Background: an optimization exercise with open tools, aiming at small area and a short achievable clock period. Do not read the settings as production practice. At most, simulation tests tie the RTL to the original design; equivalence was not proved.

## fpu_top
module fpu_top (
	input  logic             clk,
	input  logic             i_rst_n,
	input  logic [1:0]       i_op,
	input  logic [31:0]      i_a,
	input  logic [31:0]      i_b,
	output logic [31:0]      o_result
);
	fpu_pkg::float_t a_w;
	fpu_pkg::float_t b_w;
	logic   is_sub;
	logic   is_mul;
	logic   is_rsv;
	fpu_pkg::float_t eff_b;
	logic   sel_a;
	logic   sel_b;
	logic   sel_zero;
	logic   sel_inf;
	logic   sel_arith;
	fpu_pkg::float_t near_sum;
	fpu_pkg::float_t far_sum;
	logic   near;
	fpu_pkg::float_t product;
	logic   sel_near;
	logic   sel_far;
	logic   sel_prod;
	logic   sign_x;
	logic [31:0] early;
	logic [31:0] next_result;
	assign a_w.word = i_a;
	assign b_w.word = i_b;
	assign is_sub = (i_op == fpu_pkg::op_sub);
	assign is_mul = (i_op == fpu_pkg::op_mul);
	assign is_rsv = (i_op == fpu_pkg::op_rsv);
	always_comb begin
		eff_b        = b_w;
		eff_b.f.sign = b_w.f.sign ^ is_sub;
	end
	fpu_special_case u_special (
		.i_a        (a_w),
		.i_b        (eff_b),
		.i_is_mul   (is_mul),
		.i_is_rsv   (is_rsv),
		.o_sel_a    (sel_a),
		.o_sel_b    (sel_b),
		.o_sel_zero (sel_zero),
		.o_sel_inf  (sel_inf),
  ...
==> flow/config.mk <==
export PLATFORM = sky130hd
export DESIGN_NAME = fpu_top
export DESIGN_NICKNAME = fpu_top
export VERILOG_FILES = /design/flow/design.v
export SDC_FILE = /design/flow/constraint.sdc
export NUM_CORES = 4
export LEC_CHECK = 0
export ABC_AREA = 1
export CAP_MARGIN = 20
export CORE_MARGIN = 2
export CORE_UTILIZATION = 40
export SETUP_SLACK_MARGIN = 4
export SLEW_MARGIN = 20
==> flow/constraint.sdc <==
create_clock -name core_clock -period 17.0 [get_ports {clk}]
set_input_delay 3.4000 -clock core_clock [delete_from_list [all_inputs] [get_ports {clk}]]
set_output_delay 3.4000 -clock core_clock [all_outputs]
set_load 0.01 [all_outputs]
run.sh (not shown) runs the stock make flow with config.mk's settings and CLKGATE_MAP_FILE= SYNTH_SCRIPT=/design/flow/synth_recipe.tcl, a recipe that flattens the netlist after the stock synthesis.
Rerun with:
==> flow/flow/run.sh (new file) <==
#!/bin/bash
# The standard layout (the standard.sh, unchanged synthesis), with the port buffers
# that placement inserts on every input and output made sky130_fd_sc_hd__buf_4 instead
# of the delay cell buffer_ports picks by itself. make's output goes to flow_make.log;
# ORFS keeps each step's own log under orfs/logs.
set -euo pipefail
bash standard.sh "BUFFER_PORTS_ARGS=-buffer_cell sky130_fd_sc_hd__buf_4" finish > flow_make.log 2>&1
==> flow/standard.sh (new file) <==
#!/bin/bash
# synth_recipe.tcl (not shown) runs the flow's synth.tcl, then flattens the netlist and writes it again
# the make line also repeats each setting of config.mk as NAME=value (left out here)
make -C /OpenROAD-flow-scripts/flow DESIGN_CONFIG=/design/flow/config.mk WORK_HOME=/design/flow/orfs CLKGATE_MAP_FILE= SYNTH_SCRIPT=/design/flow/synth_recipe.tcl "${@:-finish}"
--- a/flow/config.mk
+++ b/flow/config.mk
@@ -12 +12 @@
-export SETUP_SLACK_MARGIN = 4
+export SETUP_SLACK_MARGIN = 5
removed: flow/run.sh
Result: Via count went up by 0.99%. Core utilization hardly moves. Die area does not change. Worst hold slack got worse by 0.16 ns. Setup slack improved by 1.0 ns. Sequential share of layout area is about the same.
Rerun with:
==> flow/run.sh (new file) <==
#!/bin/bash
# synth_recipe.tcl (not shown) runs the flow's synth.tcl, then flattens the netlist and writes it again
# the make line also repeats each setting of config.mk as NAME=value (left out here)
make -C /OpenROAD-flow-scripts/flow DESIGN_CONFIG=/design/flow/config.mk WORK_HOME=/design/flow/orfs CLKGATE_MAP_FILE= SYNTH_SCRIPT=/design/flow/synth_recipe.tcl finish
removed: flow/flow/run.sh
removed: flow/standard.sh
=>
- routed wire length shrinks by about 1.8%
- worst setup slack gets worse by 0.13 ns
- via count grows by 0.32%
- hold slack gets better by 0.17 ns
- clock-buffer cell count grows by 2
No run of this note included a check of the RTL's function; only the layout flow was run.

harbor:
Another version of the RTL of fpu_top (not shown whole).
Size in the first run: ~5,500 cells after synthesis, ~32 flip-flops, about 100 I/O pins, ~34,000 um^2 of cells after synthesis.
==> flow/config.mk <==
export PLATFORM = sky130hd
export DESIGN_NAME = fpu_top
export DESIGN_NICKNAME = fpu_top
export VERILOG_FILES = /design/flow/design.v
export SDC_FILE = /design/flow/constraint.sdc
export NUM_CORES = 4
export LEC_CHECK = 0
export ABC_AREA = 1
export CAP_MARGIN = 20
export CORE_MARGIN = 2
export CORE_UTILIZATION = 40
export SETUP_SLACK_MARGIN = 5
export SLEW_MARGIN = 20
==> flow/constraint.sdc <==
create_clock -name core_clock -period 17.0 [get_ports {clk}]
set_input_delay 3.4000 -clock core_clock [delete_from_list [all_inputs] [get_ports {clk}]]
set_output_delay 3.4000 -clock core_clock [all_outputs]
set_load 0.01 [all_outputs]
Stock flow here: none of the scripts above is used.
Inputs modified between harbor and tundra:
Settings: a deleted ABC_AREA that had been 1.
--- outcome ---
tundra ends up with lower maximum cell stage delay along the critical path than harbor does.
The cell count after synthesis in tundra is 1.08 times that in harbor.
Of the two values seen for standard cell with the maximum stage delay on the critical path, o21ai_0 was produced by harbor and clkdlybuf4s50_1 by tundra.
Taking harbor as the reference, in tundra die boundary width climbed about 9%, area growth from synthesis to layout climbed 5.7 points, routed wire length climbed about 36%, design area climbed 25%, area after synthesis climbed about 20%.
Function was not checked in any run of this note: the RTL went through the layout flow alone.

fpu_top, a different RTL version from the one above (not shown whole).
Size: about 4800 cells after synthesis, about 100 I/O pins.
==> flow/config.mk <==
export PLATFORM = sky130hd
export DESIGN_NAME = fpu_top
export DESIGN_NICKNAME = fpu_top
export VERILOG_FILES = /design/flow/design.v
export SDC_FILE = /design/flow/constraint.sdc
export NUM_CORES = 4
export LEC_CHECK = 0
export ABC_AREA = 1
export CAP_MARGIN = 20
export CORE_MARGIN = 2
export CORE_UTILIZATION = 40
export SLEW_MARGIN = 20
==> flow/constraint.sdc <==
create_clock -name core_clock -period 17.0 [get_ports {clk}]
set_input_delay 3.4000 -clock core_clock [delete_from_list [all_inputs] [get_ports {clk}]]
set_output_delay 3.4000 -clock core_clock [all_outputs]
set_load 0.01 [all_outputs]
standard.sh (not shown) runs the stock make flow with config.mk's settings and CLKGATE_MAP_FILE= SYNTH_SCRIPT=/design/flow/synth_recipe.tcl, a recipe that flattens the netlist after the stock synthesis.
==> flow/flow/run.sh <==
#!/bin/bash
set -euo pipefail
ARGS=("SETUP_SLACK_MARGIN=6" "RECOVER_POWER=50" "BUFFER_PORTS_ARGS=-buffer_cell sky130_fd_sc_hd__buf_2")
bash standard.sh "${ARGS[@]}" synth > flow_synth.log 2>&1
R=orfs/results/${FLOW_PLATFORM:-sky130hd}/fpu_top/base
cp "$R/1_2_yosys.v" "$R/1_2_yosys_std.v"
python3 flow/fixfa2.py "$R/1_2_yosys_std.v" "$R/1_2_yosys.v" > flow_fixfa.log 2>&1
touch "$R/1_2_yosys.v"
bash standard.sh "${ARGS[@]}" finish > flow_make.log 2>&1
Other scripts of this flow, unchanged in this note and not shown: flow/flow/fixfa2.py
The first run produced a layout that fails on max-capacitance violations, max-slew violations.
Rerun with:
--- a/flow/flow/run.sh
+++ b/flow/flow/run.sh
@@ -2,3 +2,3 @@
 set -euo pipefail
-ARGS=("SETUP_SLACK_MARGIN=6" "RECOVER_POWER=50" "BUFFER_PORTS_ARGS=-buffer_cell sky130_fd_sc_hd__buf_2")
+ARGS=("SETUP_SLACK_MARGIN=5.75" "BUFFER_PORTS_ARGS=-buffer_cell sky130_fd_sc_hd__buf_2")
 bash standard.sh "${ARGS[@]}" synth > flow_synth.log 2>&1
The new run finished with timing, DRC and antenna clean.
Wire length came out lower by 1.1%.
Sequential share of layout area is about the same.
Final area came out lower by 1.6%.
Setup slack got worse by 0.20 ns.
Synthesized area stays the same.
Die area does not change.
Hold slack got worse by 0.39 ns.
Core utilization came out lower by 0.74 points.
Final cell count came out lower by 0.33%.
Maximum frequency came out lower by 1.9%.
Rerun with:
--- a/flow/flow/run.sh
+++ b/flow/flow/run.sh
@@ -2,3 +2,3 @@
 set -euo pipefail
-ARGS=("SETUP_SLACK_MARGIN=5.75" "BUFFER_PORTS_ARGS=-buffer_cell sky130_fd_sc_hd__buf_2")
+ARGS=("SETUP_SLACK_MARGIN=6.5" "BUFFER_PORTS_ARGS=-buffer_cell sky130_fd_sc_hd__buf_2")
 bash standard.sh "${ARGS[@]}" synth > flow_synth.log 2>&1
The new run produced a clean layout.
Critical path depth fell by 4.
Utilization is higher by 5.3 points.
Wire length goes up by 6.2%.
Worst setup slack is better by 0.48 ns.
Die area stays the same.
Worst hold slack is worse by 0.0043 ns.
Fmax increases by 4.5%.
Synthesized cell count is unchanged.
Non-clock buffer count rose by 160.
Global-route usage came out higher by 0.32 points.

Another version of the RTL of fpu_top (not shown whole).
For scale: roughly 100 I/O pins, roughly 28000 um2 of cells after synthesis.
==> flow/config.mk <==
export PLATFORM = sky130hd
export DESIGN_NAME = fpu_top
export DESIGN_NICKNAME = fpu_top
export VERILOG_FILES = /design/flow/design.v
export SDC_FILE = /design/flow/constraint.sdc
export NUM_CORES = 4
export LEC_CHECK = 0
export ABC_AREA = 1
export CAP_MARGIN = 20
export CORE_MARGIN = 2
export CORE_UTILIZATION = 40
export SLEW_MARGIN = 20
==> flow/constraint.sdc <==
create_clock -name core_clock -period 17.0 [get_ports {clk}]
set_input_delay 3.4000 -clock core_clock [delete_from_list [all_inputs] [get_ports {clk}]]
set_output_delay 3.4000 -clock core_clock [all_outputs]
set_load 0.01 [all_outputs]
==> flow/flow/run.sh <==
#!/bin/bash
set -euo pipefail
ARGS=("SETUP_SLACK_MARGIN=6" "BUFFER_PORTS_ARGS=-buffer_cell sky130_fd_sc_hd__buf_2")
bash standard.sh "${ARGS[@]}" synth > flow_synth.log 2>&1
R=orfs/results/${FLOW_PLATFORM:-sky130hd}/fpu_top/base
cp "$R/1_2_yosys.v" "$R/1_2_yosys_std.v"
python3 flow/fixfa2.py "$R/1_2_yosys_std.v" "$R/1_2_yosys.v" > flow_fixfa.log 2>&1
touch "$R/1_2_yosys.v"
bash standard.sh "${ARGS[@]}" finish > flow_make.log 2>&1
Other scripts of this flow, unchanged in this note and not shown: flow/flow/fixfa2.py
Rerun with:
--- a/flow/flow/run.sh
+++ b/flow/flow/run.sh
@@ -3 +3 @@
-ARGS=("SETUP_SLACK_MARGIN=6" "BUFFER_PORTS_ARGS=-buffer_cell sky130_fd_sc_hd__buf_2")
+ARGS=("SETUP_SLACK_MARGIN=5.5" "BUFFER_PORTS_ARGS=-buffer_cell sky130_fd_sc_hd__buf_2")
After rerunning:
- setup slack loses 0.38 ns
- cell area is lower by 5.5%
Rerun with:
--- a/flow/flow/run.sh
+++ b/flow/flow/run.sh
@@ -3 +3 @@
-ARGS=("SETUP_SLACK_MARGIN=5.5" "BUFFER_PORTS_ARGS=-buffer_cell sky130_fd_sc_hd__buf_2")
+ARGS=("SETUP_SLACK_MARGIN=5.25" "BUFFER_PORTS_ARGS=-buffer_cell sky130_fd_sc_hd__buf_2")
After rerunning: Flip-flop and latch count stays the same; utilization fell by 0.61 points; routed wire length fell by about 0.9%; count of clock-buffer cells in the layout stays the same; first-iteration DRC count fell by about 1.2%; final cell count fell by about 0.6%; maximum frequency fell by 2.1%.

## alpha
fpu_top, a different RTL version from the one above (not shown whole).
Size: ~100 I/O pins, about 30,000 sq um of cells after synthesis.
export LEC_CHECK = 0
export ABC_AREA = 1
export CAP_MARGIN = 20
export CORE_MARGIN = 2
export CORE_UTILIZATION = 40
export GPL_ROUTABILITY_DRIVEN = 0
export SLEW_MARGIN = 20
create_clock -name core_clock -period 17.0 [get_ports {clk}]
==> flow/flow/run.sh <==
#!/bin/bash
set -euo pipefail
ARGS=("SETUP_SLACK_MARGIN=5.5" "BUFFER_PORTS_ARGS=-buffer_cell sky130_fd_sc_hd__buf_2")
bash standard.sh "${ARGS[@]}" synth > flow_synth.log 2>&1
R=orfs/results/${FLOW_PLATFORM:-sky130hd}/fpu_top/base
cp "$R/1_2_yosys.v" "$R/1_2_yosys_std.v"
python3 flow/fixfa2.py "$R/1_2_yosys_std.v" "$R/1_2_yosys.v" > flow_fixfa.log 2>&1
touch "$R/1_2_yosys.v"
bash standard.sh "${ARGS[@]}" finish > flow_make.log 2>&1
Other scripts of this flow, unchanged in this note and not shown: flow/flow/fixfa2.py
alpha finished all stages; the layout is clean.
Relative to alpha, the following input files were edited for beta:
- GPL_ROUTABILITY_DRIVEN: 0 -> unset
-- flow/flow/run.sh --
<<< alpha, line 2
set -euo pipefail
ARGS=("SETUP_SLACK_MARGIN=5.5" "BUFFER_PORTS_ARGS=-buffer_cell sky130_fd_sc_hd__buf_2")
bash standard.sh "${ARGS[@]}" synth > flow_synth.log 2>&1
>>> beta, line 2
set -euo pipefail
ARGS=("SETUP_SLACK_MARGIN=5.5" "BUFFER_PORTS_ARGS=-buffer_cell sky130_fd_sc_hd__buf_4")
bash standard.sh "${ARGS[@]}" synth > flow_synth.log 2>&1
[summary]
- Timing, DRC, antenna: 0 failures across alpha and beta
- Looking only at layout overhead on the synthesized area, and setting everything else aside, the higher value of alpha and beta goes to beta.
- Compared with alpha, beta shows a minimum hold slack that is 130 ps lower.
- [beta] arrival time at the worst endpoint fell 100 ps relative to alpha
- Compared to alpha, beta has time the worst path needs with I/O delays and setup 75 ps lower.
- The slack of the critical path of beta was superior to that of alpha.
- Compared with alpha, beta shows a higher fmax.
- Number of post-CTS setup repair buffers ends up higher on alpha.
- beta vs alpha — first-iteration DRC count dropped by a little under 10%
- alpha reports its worst-path cell with the longest stage delay as fa_4 while beta reports fa_1.
Relative to beta, the following input files were edited for gamma:
-- flow/flow/run.sh --
<<< beta, line 2
set -euo pipefail
ARGS=("SETUP_SLACK_MARGIN=5.5" "BUFFER_PORTS_ARGS=-buffer_cell sky130_fd_sc_hd__buf_4")
bash standard.sh "${ARGS[@]}" synth > flow_synth.log 2>&1
>>> gamma, line 2
set -euo pipefail
ARGS=("SETUP_SLACK_MARGIN=5.5" "BUFFER_PORTS_ARGS=-buffer_cell sky130_fd_sc_hd__buf_2")
bash standard.sh "${ARGS[@]}" synth > flow_synth.log 2>&1
Findings:
Diff beta -> gamma: via-per-instance ratio has increased; final worst setup slack now smaller. Any difference in core utilization between gamma and beta is small enough to ignore. Changes observed in gamma relative to beta: detailed-routed wire length on met3 fell 140 microns, synthesized area now sits at about the same level.
#### Input delta (delta over gamma)
-- flow/flow/run.sh --
<<< gamma, line 2
set -euo pipefail
ARGS=("SETUP_SLACK_MARGIN=5.5" "BUFFER_PORTS_ARGS=-buffer_cell sky130_fd_sc_hd__buf_2")
bash standard.sh "${ARGS[@]}" synth > flow_synth.log 2>&1
>>> delta, line 2
set -euo pipefail
ARGS=("SETUP_SLACK_MARGIN=6" "BUFFER_PORTS_ARGS=-buffer_cell sky130_fd_sc_hd__buf_2")
bash standard.sh "${ARGS[@]}" synth > flow_synth.log 2>&1
Notes after the runs:
Taking gamma as the reference, in delta worst setup margin moved up, relative area of clock buffers and inverters in the final design level, setup fix buffers added after clock tree synthesis moved up.
No run of this note included a check of the RTL's function; only the layout flow was run.

Another version of the RTL of fpu_top (not shown whole).
For scale: roughly 100 I/O pins, ~0.031 mm2 of cells after synthesis.
// fpu_top
module fpu_top (
	input  logic             clk,
	input  logic             i_rst_n,
	input  logic [1:0]       i_op,
	input  logic [31:0]      i_a,
	input  logic [31:0]      i_b,
	output logic [31:0]      o_result
);
Settings: LEC_CHECK=0, ABC_AREA=1, CAP_MARGIN=20, CORE_MARGIN=2, CORE_UTILIZATION=40, SLEW_MARGIN=20; clock period 17.0 ns.
==> flow/flow/run.sh <==
#!/bin/bash
# The standard layout (the standard.sh, unchanged synthesis), with the port buffers
# that placement inserts on every input and output made sky130_fd_sc_hd__buf_4 instead
# of the delay cell buffer_ports picks by itself, and timing repair aiming for 6 ns of
# setup slack. make's output goes to flow_make.log;
# ORFS keeps each step's own log under orfs/logs.
set -euo pipefail
bash standard.sh SETUP_SLACK_MARGIN=6 "BUFFER_PORTS_ARGS=-buffer_cell sky130_fd_sc_hd__buf_4" finish > flow_make.log 2>&1
The first run passed the timing, DRC and antenna checks.
Edit:
==> flow/flow/run.sh (replaced) <==
#!/bin/bash
# The standard layout (the standard.sh, unchanged synthesis), with the port buffers
# that placement inserts on every input and output made sky130_fd_sc_hd__buf_4 instead
# of the delay cell buffer_ports picks by itself. make's output goes to flow_make.log;
# ORFS keeps each step's own log under orfs/logs.
set -euo pipefail
bash standard.sh "BUFFER_PORTS_ARGS=-buffer_cell sky130_fd_sc_hd__buf_4" finish > flow_make.log 2>&1
- SETUP_SLACK_MARGIN: default -> 5
Result:
- The changed run completed without violations
- worst hold slack is better by 0.0078 ns
- cell count falls by 2.2%
- die area is unchanged
Edit:
==> flow/run.sh (new file) <==
#!/bin/bash
# synth_recipe.tcl (not shown) runs the flow's synth.tcl, then flattens the netlist and writes it again
# the make line also repeats each setting of config.mk as NAME=value (left out here)
make -C /OpenROAD-flow-scripts/flow DESIGN_CONFIG=/design/flow/config.mk WORK_HOME=/design/flow/orfs CLKGATE_MAP_FILE= SYNTH_SCRIPT=/design/flow/synth_recipe.tcl finish
removed: flow/flow/run.sh
removed: flow/standard.sh
Via count barely changes.
Wire length increases slightly.
Worst hold slack gets better by 0.47 ns.

-- afterwards: timing with drivers on the ports --
In the flow no input, the clock included, has a driving cell. The finished layouts below were timed again as built, in two steps.
Step 1, drivers: a clkbuf_16 drives clk and a buf_2 each remaining input, both assumed.
Step 2 also shifts input and output timing later by t, the mid clock arrival at the registers, as if the neighbouring blocks saw the same clock.
a / b / c = no drivers / after step 1 / after step 2; a / b = the first two.
run	t, ns	setup slack, ns	clock arrival spread, ns	worst register clock-pin slew, ns	worst slew at a driven data input, ns
the first run of note 1	0.342	4.390 / 4.410 / 4.068	0.014 / 0.014	0.07 / 0.07	0.04
the second run of note 1	0.341	5.411 / 5.428 / 5.087	0.009 / 0.010	0.07 / 0.07	0.06
the third run of note 1	0.340	5.285 / 5.306 / 4.966	0.013 / 0.013	0.07 / 0.07	0.04
harbor	0.299	5.173 / 5.176 / 4.877	0.003 / 0.004	0.06 / 0.06	0.13
tundra	0.302	4.974 / 4.966 / 4.664	0.005 / 0.004	0.05 / 0.05	0.21
the first run of note 3	0.335	6.253 / 6.275 / 5.940	0.012 / 0.012	0.07 / 0.07	0.09
the second run of note 3	0.334	6.050 / 6.076 / 5.742	0.012 / 0.012	0.07 / 0.07	0.09
the third run of note 3	0.329	6.525 / 6.497 / 6.168	0.009 / 0.009	0.07 / 0.07	0.25
the first run of note 4	0.307	6.215 / 6.218 / 5.911	0.004 / 0.004	0.06 / 0.06	0.11
the second run of note 4	0.307	5.839 / 5.850 / 5.543	0.003 / 0.003	0.06 / 0.06	0.11
the third run of note 4	0.311	5.598 / 5.612 / 5.300	0.004 / 0.003	0.06 / 0.06	0.11
alpha	0.304	5.779 / 5.791 / 5.486	0.012 / 0.011	0.06 / 0.06	0.04
beta	0.307	5.854 / 5.864 / 5.556	0.005 / 0.005	0.06 / 0.06	0.05
gamma	0.306	5.844 / 5.854 / 5.548	0.007 / 0.007	0.06 / 0.06	0.04
delta	0.307	6.269 / 6.279 / 5.972	0.006 / 0.006	0.06 / 0.06	0.06
the first run of note 6	0.312	6.287 / 6.186 / 5.874	0.007 / 0.006	0.06 / 0.06	0.22
the second run of note 6	0.309	5.461 / 5.457 / 5.148	0.007 / 0.008	0.06 / 0.06	0.06
the third run of note 6	0.316	5.387 / 5.403 / 5.088	0.005 / 0.005	0.05 / 0.05	0.04
The setup slack of the first run of note 6, which loses most, moves by -0.101 ns with the drivers and by -0.413 ns with both steps.
